Source: an optimization exercise on an open RTL-to-GDS flow (aim: small area and a short achievable clock period). Production flows keep margins and buffers that such runs may drop. In this exercise RTL edits were held to simulation tests only and were not proved equivalent to the original. No activity file was given, so power comes from the tool's default toggle rates.

--- design.v ---
package pipe_pkg;
  localparam int DEF_DATA_W = 32;
  localparam int DEF_ADDR_W = 5;
  localparam int DEF_PEND_W = 2;
  typedef logic [DEF_ADDR_W-1:0] reg_sel_t;
  typedef logic [DEF_DATA_W-1:0] word_t;
endpackage
import pipe_pkg::*;
module wb_sb_step (
  input  logic [31:0] idec,
  input  logic [31:0] wdec,
  output logic [31:0] inc,
  output logic [31:0] dec
);
  assign inc = idec & ~wdec;
  assign dec = wdec & ~idec;
endmodule
module wb_scoreboard (
  input  logic        clk,
  input  logic        reset,
  input  logic [31:0] wdec,
  input  logic [31:0] idec,
  input  logic [31:0] adec,
  input  logic [31:0] bdec,
  output logic        hazard_a,
  output logic        hazard_b,
  output logic        pend_ovf
);
  logic [31:0] w_hz;
  logic [31:0] w_ovf_hit;
  logic        r_ovf;
  assign w_hz[0]      = 1'b0;
  assign w_ovf_hit[0] = 1'b0;
  logic [31:0] w_inc, w_dec;
  wb_sb_step u_step (.idec(idec), .wdec(wdec), .inc(w_inc), .dec(w_dec));
  for (genvar g = 1; g < 32; g++) begin : g_reg
    logic r_g1, r_g0;
    always_ff @(posedge clk) begin
      if (reset) begin
        r_g1 <= 1'b0;
        r_g0 <= 1'b0;
      end else begin
        r_g1 <= (r_g1 & !(w_dec[g] & r_g0)) | (w_inc[g] & r_g0);
        r_g0 <= w_dec[g] ? r_g1 : (w_inc[g] ? !r_g1 : r_g0);
      end
    end
    assign w_hz[g]      = r_g1 | (r_g0 & !wdec[g]);
    assign w_ovf_hit[g] = w_inc[g] & r_g1 & !r_g0;
  end
  always_ff @(posedge clk) begin
    if (reset)           r_ovf <= 1'b0;
    else if (|w_ovf_hit) r_ovf <= 1'b1;
  end
  assign pend_ovf = r_ovf;
  wb_rd_bit u_hza (.byp(1'b0), .byp_n(1'b1), .wdn(1'b1), .d(w_hz[31:1]), .s(adec[31:1]),
                   .y(hazard_a));
  wb_rd_bit u_hzb (.byp(1'b0), .byp_n(1'b1), .wdn(1'b1), .d(w_hz[31:1]), .s(bdec[31:1]),
                   .y(hazard_b));
endmodule
import pipe_pkg::*;
module wb_g_inv (input logic a, output logic y);
  assign y = !a;
endmodule
module wb_g_nand2 (input logic a, b, output logic y);
  assign y = !(a & b);
endmodule
module wb_g_nor2 (input logic a, b, output logic y);
  assign y = !(a | b);
endmodule
module wb_g_nand3 (input logic a, b, c, output logic y);
  assign y = !(a & b & c);
endmodule
module wb_g_xnor2 (input logic a, b, output logic y);
  assign y = !(a ^ b);
endmodule
module wb_g_a32oi (input logic a1, a2, a3, b1, b2, output logic y);
  assign y = !((a1 & a2 & a3) | (b1 & b2));
endmodule
module wb_or8 (
  input  logic [7:0] d,
  input  logic [7:0] s,
  output logic       y
);
  assign y = |(d & s);
endmodule
module wb_or7 (
  input  logic [6:0] d,
  input  logic [6:0] s,
  output logic       y
);
  assign y = |(d & s);
endmodule
module wb_rd_bit (
  input  logic        byp,
  input  logic        byp_n,
  input  logic        wdn,
  input  logic [31:1] d,
  input  logic [31:1] s,
  output logic        y
);
  logic [3:0] w_q;    
  logic [1:0] w_r;    
  wb_or7 u_q0 (.d(d[7:1]), .s(s[7:1]), .y(w_q[0]));
  for (genvar j = 1; j < 4; j++) begin : g_q
    wb_or8 u (.d(d[8*j +: 8]), .s(s[8*j +: 8]), .y(w_q[j]));
  end
  wb_g_nor2  u_r0 (.a(w_q[0]), .b(w_q[1]), .y(w_r[0]));
  wb_g_nor2  u_r1 (.a(w_q[2]), .b(w_q[3]), .y(w_r[1]));
  wb_g_a32oi u_y  (.a1(byp_n), .a2(w_r[0]), .a3(w_r[1]), .b1(byp), .b2(wdn), .y(y));
endmodule
module wb_dec (
  input  logic        en,
  input  logic [4:0]  sel,
  output logic [31:0] y
);
  logic [4:0] w_n;
  logic [3:0] w_lo_n;
  logic [7:0] w_hi_n;
  for (genvar j = 0; j < 5; j++) begin : g_inv
    wb_g_inv u (.a(sel[j]), .y(w_n[j]));
  end
  for (genvar k = 0; k < 4; k++) begin : g_lo
    wb_g_nand3 u (.a(en), .b(k[0] ? sel[0] : w_n[0]), .c(k[1] ? sel[1] : w_n[1]), .y(w_lo_n[k]));
  end
  for (genvar m = 0; m < 8; m++) begin : g_hi
    wb_g_nand3 u (.a(m[0] ? sel[2] : w_n[2]), .b(m[1] ? sel[3] : w_n[3]),
                  .c(m[2] ? sel[4] : w_n[4]), .y(w_hi_n[m]));
  end
  for (genvar i = 0; i < 32; i++) begin : g_y
    wb_g_nor2 u (.a(w_lo_n[i % 4]), .b(w_hi_n[i / 4]), .y(y[i]));
  end
endmodule
module wb_rdec (
  input  logic [4:0]  sel,
  output logic [31:0] y
);
  logic [4:0] w_n;
  logic [3:0] w_lo_n;
  logic [7:0] w_hi_n;
  for (genvar j = 0; j < 5; j++) begin : g_inv
    wb_g_inv u (.a(sel[j]), .y(w_n[j]));
  end
  for (genvar k = 0; k < 4; k++) begin : g_lo
    wb_g_nand2 u (.a(k[0] ? sel[0] : w_n[0]), .b(k[1] ? sel[1] : w_n[1]), .y(w_lo_n[k]));
  end
  for (genvar m = 0; m < 8; m++) begin : g_hi
    wb_g_nand3 u (.a(m[0] ? sel[2] : w_n[2]), .b(m[1] ? sel[3] : w_n[3]),
                  .c(m[2] ? sel[4] : w_n[4]), .y(w_hi_n[m]));
  end
  for (genvar i = 0; i < 32; i++) begin : g_y
    wb_g_nor2 u (.a(w_lo_n[i % 4]), .b(w_hi_n[i / 4]), .y(y[i]));
  end
endmodule
module wb_g_nand4 (input logic a, b, c, d, output logic y);
  assign y = !(a & b & c & d);
endmodule
module wb_byp_eq (
  input  logic       en,
  input  logic       nz,
  input  logic [4:0] sel_w,
  input  logic [4:0] sel_r,
  output logic       y,
  output logic       y_n
);
  logic [4:0] w_eq;
  logic [1:0] w_p;
  for (genvar j = 0; j < 5; j++) begin : g_eq
    wb_g_xnor2 u (.a(sel_w[j]), .b(sel_r[j]), .y(w_eq[j]));
  end
  wb_g_nand3 u_p0 (.a(w_eq[0]), .b(w_eq[1]), .c(w_eq[2]), .y(w_p[0]));
  wb_g_nand4 u_p1 (.a(w_eq[3]), .b(w_eq[4]), .c(en), .d(nz), .y(w_p[1]));
  wb_g_nor2  u_y  (.a(w_p[0]), .b(w_p[1]), .y(y));
  wb_g_inv   u_yn (.a(y), .y(y_n));
endmodule
module wb_g_nor3 (input logic a, b, c, output logic y);
  assign y = !(a | b | c);
endmodule
module wb_nz (
  input  logic [4:0] sel,
  output logic       nz
);
  logic w_z0, w_z1;
  wb_g_nor3  u_z0 (.a(sel[0]), .b(sel[1]), .c(sel[2]), .y(w_z0));
  wb_g_nor2  u_z1 (.a(sel[3]), .b(sel[4]), .y(w_z1));
  wb_g_nand2 u_nz (.a(w_z0), .b(w_z1), .y(nz));
endmodule
module wb_regfile
#(
  parameter int DATA_W = DEF_DATA_W,
  parameter int ADDR_W = DEF_ADDR_W,
  parameter int PEND_W = DEF_PEND_W
) (
  input  logic              clk,
  input  logic              reset,
  input  logic              wb_en,
  input  logic [ADDR_W-1:0] wb_sel,
  input  logic [DATA_W-1:0] wb_data,
  input  logic              iss_en,
  input  logic [ADDR_W-1:0] iss_sel,
  input  logic [ADDR_W-1:0] rd_sel_a,
  input  logic [ADDR_W-1:0] rd_sel_b,
  output logic [DATA_W-1:0] rd_data_a,
  output logic [DATA_W-1:0] rd_data_b,
  output logic              hazard_a,
  output logic              hazard_b,
  output logic              pend_ovf
);
  localparam int NREG = 32;
  logic [NREG-1:0]   w_wdec, w_idec;         
  logic [NREG-1:0]   w_asel, w_bsel;         
  logic              w_wnz, w_abyp, w_abyp_n, w_bbyp, w_bbyp_n;
  logic [DATA_W-1:0] w_wdata, w_wdn;
  logic [DATA_W-1:0][NREG-1:1] w_cols;       
  wb_dec  u_wdec (.en(wb_en),  .sel(wb_sel),   .y(w_wdec));
  wb_dec  u_idec (.en(iss_en), .sel(iss_sel),  .y(w_idec));
  wb_rdec u_adec (.sel(rd_sel_a), .y(w_asel));
  wb_rdec u_bdec (.sel(rd_sel_b), .y(w_bsel));
  assign w_wdata = reset ? '0 : wb_data;
  for (genvar g = 1; g < NREG; g++) begin : g_reg
    logic [DATA_W-1:0] r_q;
    always_ff @(posedge clk) begin
      if (reset || w_wdec[g]) r_q <= w_wdata;
    end
    for (genvar b = 0; b < DATA_W; b++) begin : g_bit
      assign w_cols[b][g] = r_q[b];
    end
  end
  wb_nz     u_wnz  (.sel(wb_sel), .nz(w_wnz));
  wb_byp_eq u_abyp (.en(wb_en), .nz(w_wnz), .sel_w(wb_sel), .sel_r(rd_sel_a), .y(w_abyp),
                    .y_n(w_abyp_n));
  wb_byp_eq u_bbyp (.en(wb_en), .nz(w_wnz), .sel_w(wb_sel), .sel_r(rd_sel_b), .y(w_bbyp),
                    .y_n(w_bbyp_n));
  for (genvar b = 0; b < DATA_W; b++) begin : g_col
    wb_g_inv  u_wdn (.a(wb_data[b]), .y(w_wdn[b]));
    wb_rd_bit u_a (.byp(w_abyp), .byp_n(w_abyp_n), .wdn(w_wdn[b]), .d(w_cols[b]),
                   .s(w_asel[NREG-1:1]), .y(rd_data_a[b]));
    wb_rd_bit u_b (.byp(w_bbyp), .byp_n(w_bbyp_n), .wdn(w_wdn[b]), .d(w_cols[b]),
                   .s(w_bsel[NREG-1:1]), .y(rd_data_b[b]));
  end
  wb_scoreboard u_sb (
    .clk      (clk),
    .reset    (reset),
    .wdec     (w_wdec),
    .idec     (w_idec),
    .adec     (w_asel),
    .bdec     (w_bsel),
    .hazard_a (hazard_a),
    .hazard_b (hazard_b),
    .pend_ovf (pend_ovf)
  );
endmodule
--- flow/run.sh ---
#!/bin/bash
# Standard layout, with port buffers from the plain buffer family, the resizer allowed to
# change a cell's footprint (so those buffers can be sized like any other), and a clock tree
# of clkbuf_16 in sink clusters of up to 30 within 70 um, without dummy loads; no gate cloning in timing repair.
set -o pipefail
CTS="-sink_clustering_enable -repair_clock_nets -sink_clustering_size 30 -sink_clustering_max_diameter 70 -buf_list sky130_fd_sc_hd__clkbuf_16 -dont_use_dummy_load"
bash standard.sh MATCH_CELL_FOOTPRINT=0 "BUFFER_PORTS_ARGS=-buffer_cell sky130_fd_sc_hd__buf_2" "CTS_ARGS=$CTS" SKIP_GATE_CLONING=1 finish > flow.log 2>&1
--- standard.sh ---
#!/bin/bash
# synth_recipe.tcl (not shown) runs the flow's synth.tcl, then flattens the netlist and writes it again
# the make line also repeats each setting of config.mk as NAME=value (left out here)
make -C /OpenROAD-flow-scripts/flow DESIGN_CONFIG=/design/flow/config.mk WORK_HOME=/design/flow/orfs CLKGATE_MAP_FILE= SYNTH_SCRIPT=/design/flow/synth_recipe.tcl "${@:-finish}"
--- config.mk ---
export PLATFORM = sky130hd
export DESIGN_NAME = wb_regfile
export DESIGN_NICKNAME = wb_regfile
export VERILOG_FILES = /design/flow/design.v
export SDC_FILE = /design/flow/constraint.sdc
export NUM_CORES = 4
export LEC_CHECK = 0
export CAP_MARGIN = 20
export CORE_MARGIN = 2
export CORE_UTILIZATION = 40
export SETUP_SLACK_MARGIN = 1.35
export SLEW_MARGIN = 20
export SYNTH_HIERARCHICAL = 1
export SYNTH_MINIMUM_KEEP_SIZE = 0
--- constraint.sdc ---
create_clock -name core_clock -period 5.5 [get_ports {clk}]
set_input_delay 1.1000 -clock core_clock [delete_from_list [all_inputs] [get_ports {clk}]]
set_output_delay 1.1000 -clock core_clock [all_outputs]
set_load 0.01 [all_outputs]
==> impl_metrics.py <==
metrics = {
    "run_status": {
        "status": "complete, no violations",
    },
    "power_and_ir_drop": {
        "ir_drop_mv": 0.2475,
        "p_per_area_nw_per_um2": 300.3,
        "p_leak_nw": 17.55,
    },
    "route": {
        "route.final.wire_length_mm": 180.4,
        "dr.pass1.iters": 13,
        "drc": 0,
        "via_count": 36130,
        "routedWlPerCell_um": 34.65,
        "via_per_inst": 6.937,
        "drt.antenna.violating_nets": 0,
        "drt_iter0_drc": 5714,
    },
    "synth": {
        "synth_area_um2": 45050,
        "synthesis.yosys.warnings": 8,
        "syn_inst": 3219,
        "synth.avg_cell_area_um2": 14.00,
    },
    "setup_path": {
        "crit_path_end": "rd_data_a[30]",
        "depth_of_the_worst_register_to_register_path": 4,
        "timing.critical_path.cells": "buf_8 > inv_4 > nand3_2 > nor2_4 > buf_4 > a22oi_1 > nand4_1 > nor2_1 > a32oi_1 > buf_2",
        "crit_path_class": "in2out",
        "critPathLaunch": "rd_sel_a[4]",
        "timing.rr.end": "u_sb.r_ovf$_SDFFE_PP0P_",
        "slowest_stage": "sky130_fd_sc_hd__a32oi_1",
        "register_to_register_setup_slack_ns": 3.90,
        "crit_path_max_incr_delay_ns": 0.35,
        "timing.critical_path.fanout_max": 13,
        "sort_of_element_at_the_start_of_the_critical_path": "input port",
        "critical_path.n_buffers_inverters": 4,
        "rr_startpoint": "u_sb.g_reg[10].r_g0$_SDFFE_PP0P_",
        "cp.required_ns": 4.40,
        "worstSetupPathDepth": 10,
        "timing.critical_path.arrival_ns": 3.08,
        "critPathTopFamily": "buffers and inverters",
        "critical_path.endpoint_type": "output pin",
    },
    "finish": {
        "mostFrequentLayoutCell": "sky130_fd_sc_hd__edfxtp_1",
        "layout.filler_cells": 9847,
        "layout.cells.non_filler": 5208,
        "layout-drive-gt1-share_pct": 21.49,
        "layout.cells.most_common_list": "992 x sky130_fd_sc_hd__edfxtp_1, 951 x sky130_fd_sc_hd__a22oi_1, 232 x sky130_fd_sc_hd__nor2_1",
        "final_net_count": 3762,
        "area_growth_syn_to_layout_pct": 19.32,
    },
    "cts": {
        "clock_latency_reported_for_the_late_side_of_the_worst_skew_pair_ns": 0.65,
        "max-clock-path-buffers": 3,
        "cts_tree": "built",
        "cts-buffers-inserted": 66,
        "htree_levels": 3,
        "ctsRootBufferMaster": "sky130_fd_sc_hd__clkbuf_16",
        "cts.clk_slew.worst_paths_ns": 0.08,
        "clkSinkCount": 1055,
    },
    "floorplanning": {
        "io_pins": 123,
        "placeableCoreArea_um2": 112000,
        "floorplan.initialDensity_pct": 40.21,
        "fp.dieW_um": 339.6,
        "fp-row-count": 123,
        "die_height_um": 339.6,
        "design.die.area_um2": 115300,
    },
    "sta": {
        "layout_min_cycle_time_ns": 4.180,
        "timing_worst_slew_pin_value_ns": 1.167,
        "drv_slew": 0,
        "totalNegativeSetupSlack_ns": 0,
        "post-route-period-util_pct": 76.00,
        "maxSlewHeadroom_pct": 21.82,
        "timing.final.setup_violations": 0,
        "unrepaired_setup_endpoints_after_global_routing": "yes",
        "max_freq_mhz": 239.2,
        "timing_hold_violations_final": 0,
        "finClkSkew_ns": 0.02689,
    },
    "place": {
        "half_perimeter_wire_length_after_detailed_placement_mm": 111.1,
        "portBuffers": 122,
        "gpl.final_weighted_congestion": 0.9269,
        "numPlacedInstances": 5027,
    },
    "job": {
        "max_cap_viol_count": 0,
    },
    "grt": {
        "first_pass_grt_wire_length_mm": 250.7,
        "grt_use_total_pct": 30.29,
        "globalRouteOverflowTotal": 0,
        "grt_pass1_vias": 34730,
        "antenna_found_initial": 5,
        "largest_net_degree_at_the_start_of_global_routing": 83,
    },
    "min_path": {
        "holdCritPathClass": "reg2reg",
    },
}
-- registers in the layout, indices dropped and copies added, names as in the netlist --
name and flops:
u_sb.r_ovf 1, g.r_q 992, u_sb.g.r_g0 31, u_sb.g.r_g1 31
-- power by group --
group | leakage [nW] | switching (mW) | total (mW) | internal (mW)
clock network | 0.813 | 2.58 | 4.72 | 2.14
logic | 6.64 | 1.13 | 1.60 | 0.463
registers | 10.1 | 0.325 | 9.83 | 9.50
-- metrics by stage --
| step | hold slack (ns) | worst slack, ns | instance area, µm² | utilization (%) | power, mW |
|---|---|---|---|---|---|
| floorplan | 0.5241 | 1.360 | 45160 | - | 10.56 |
| global placement | 0.5437 | 0.7078 | 49860 | 44.50 | 11.38 |
| detailed placement | 0.5581 | 0.6607 | 49860 | 44.51 | 11.42 |
| CTS | 0.5492 | 1.302 | 53110 | 47.40 | 16.05 |
| global route | 0.5773 | 1.270 | 53750 | 47.98 | 16.54 |
| finish | 0.5497 | 1.320 | 53760 | 47.98 | 16.14 |
-- routing by layer --
layer	wire, µm	global-route usage (%)	vias to the layer above
met3	22980	8.081	688
met1	65190	38.58	17920
met5	207	0.4493	-
li1	-	-	14660
met4	11370	17.04	10
met2	80700	46.85	2852
-- tightest hold or removal path, delay by kind of cell, from the launching register on --
| family | cells | cell delay [ns] |
|---|---|---|
| DFF | 1 | 0.34 |
| and+or+nand+nor | 2 | 0.14 |
| AOI/OAI and AO/OA | 1 | 0.06 |
-- repair_timing --
action / in CTS / in global routing
setup buffers: 81 / 30
gates resized for setup: 188 / 107
pin swaps: 57 / 40
setup endpoints to repair: 66 / 62
hold buffers: 0 / 0
-- area by class of cell --
| class | count | area, µm² | share of cell area, % |
|---|---|---|---|
| sequential | 1055 | 31050 | 57.76 |
| multi-input combinational | 2070 | 14900 | 27.72 |
| timing repair buffer | 428 | 3910 | 7.273 |
| tap | 1500 | 1877 | 3.491 |
| clock buffer | 66 | 1652 | 3.072 |
| inverter | 85 | 361.6 | 0.6726 |
| antenna | 4 | 10.01 | 0.01862 |
-- how the worst min path moves through the flow --
stage                                      from  cells after the start  slack, ns                        endpoint
6_report       u_sb.g_reg[25].r_g0$_SDFFE_PP0P_                      3       0.55  u_sb.g_reg[25].r_g1$_SDFF_PP0_
5_1_grt        u_sb.g_reg[25].r_g0$_SDFFE_PP0P_                      3       0.58  u_sb.g_reg[25].r_g1$_SDFF_PP0_
4_1_cts         u_sb.g_reg[3].r_g0$_SDFFE_PP0P_                      3       0.55   u_sb.g_reg[3].r_g1$_SDFF_PP0_
3_5_place_dp   u_sb.g_reg[12].r_g0$_SDFFE_PP0P_                      3       0.56  u_sb.g_reg[12].r_g1$_SDFF_PP0_
3_3_place_gp   u_sb.g_reg[27].r_g0$_SDFFE_PP0P_                      3       0.54  u_sb.g_reg[27].r_g1$_SDFF_PP0_
2_1_floorplan   u_sb.g_reg[1].r_g0$_SDFFE_PP0P_                      3       0.52   u_sb.g_reg[1].r_g1$_SDFF_PP0_

afterwards: timing with drivers on the ports:
How much do the figures lean on ideal ports? The routed layout below was timed once more, with nothing changed but the port constraints. Step 1: set_driving_cell puts a clkbuf_16 on clk and a buf_2 on each other input, an assumption about the parent block. Step 2 times the ports against the registers' clock, not the clock port: input delays grow and output delays shrink by t, the midpoint of the rising clock arrivals with the driver on. a / b / c = no drivers / after step 1 / after step 2; a / b = the first two.
t, ns: 0.719
slack for setup (ns): 1.320 / 1.107 / 1.107
hold WS [ns]: 0.550 / 0.550 / 0.550
worst setup path after step 2: input to output
worst register clock-pin slew, ns: 0.11 / 0.11
After both steps this run still meets setup and hold. For this run, drivers alone change the setup slack by -0.213 ns; drivers and shift together by -0.213 ns.
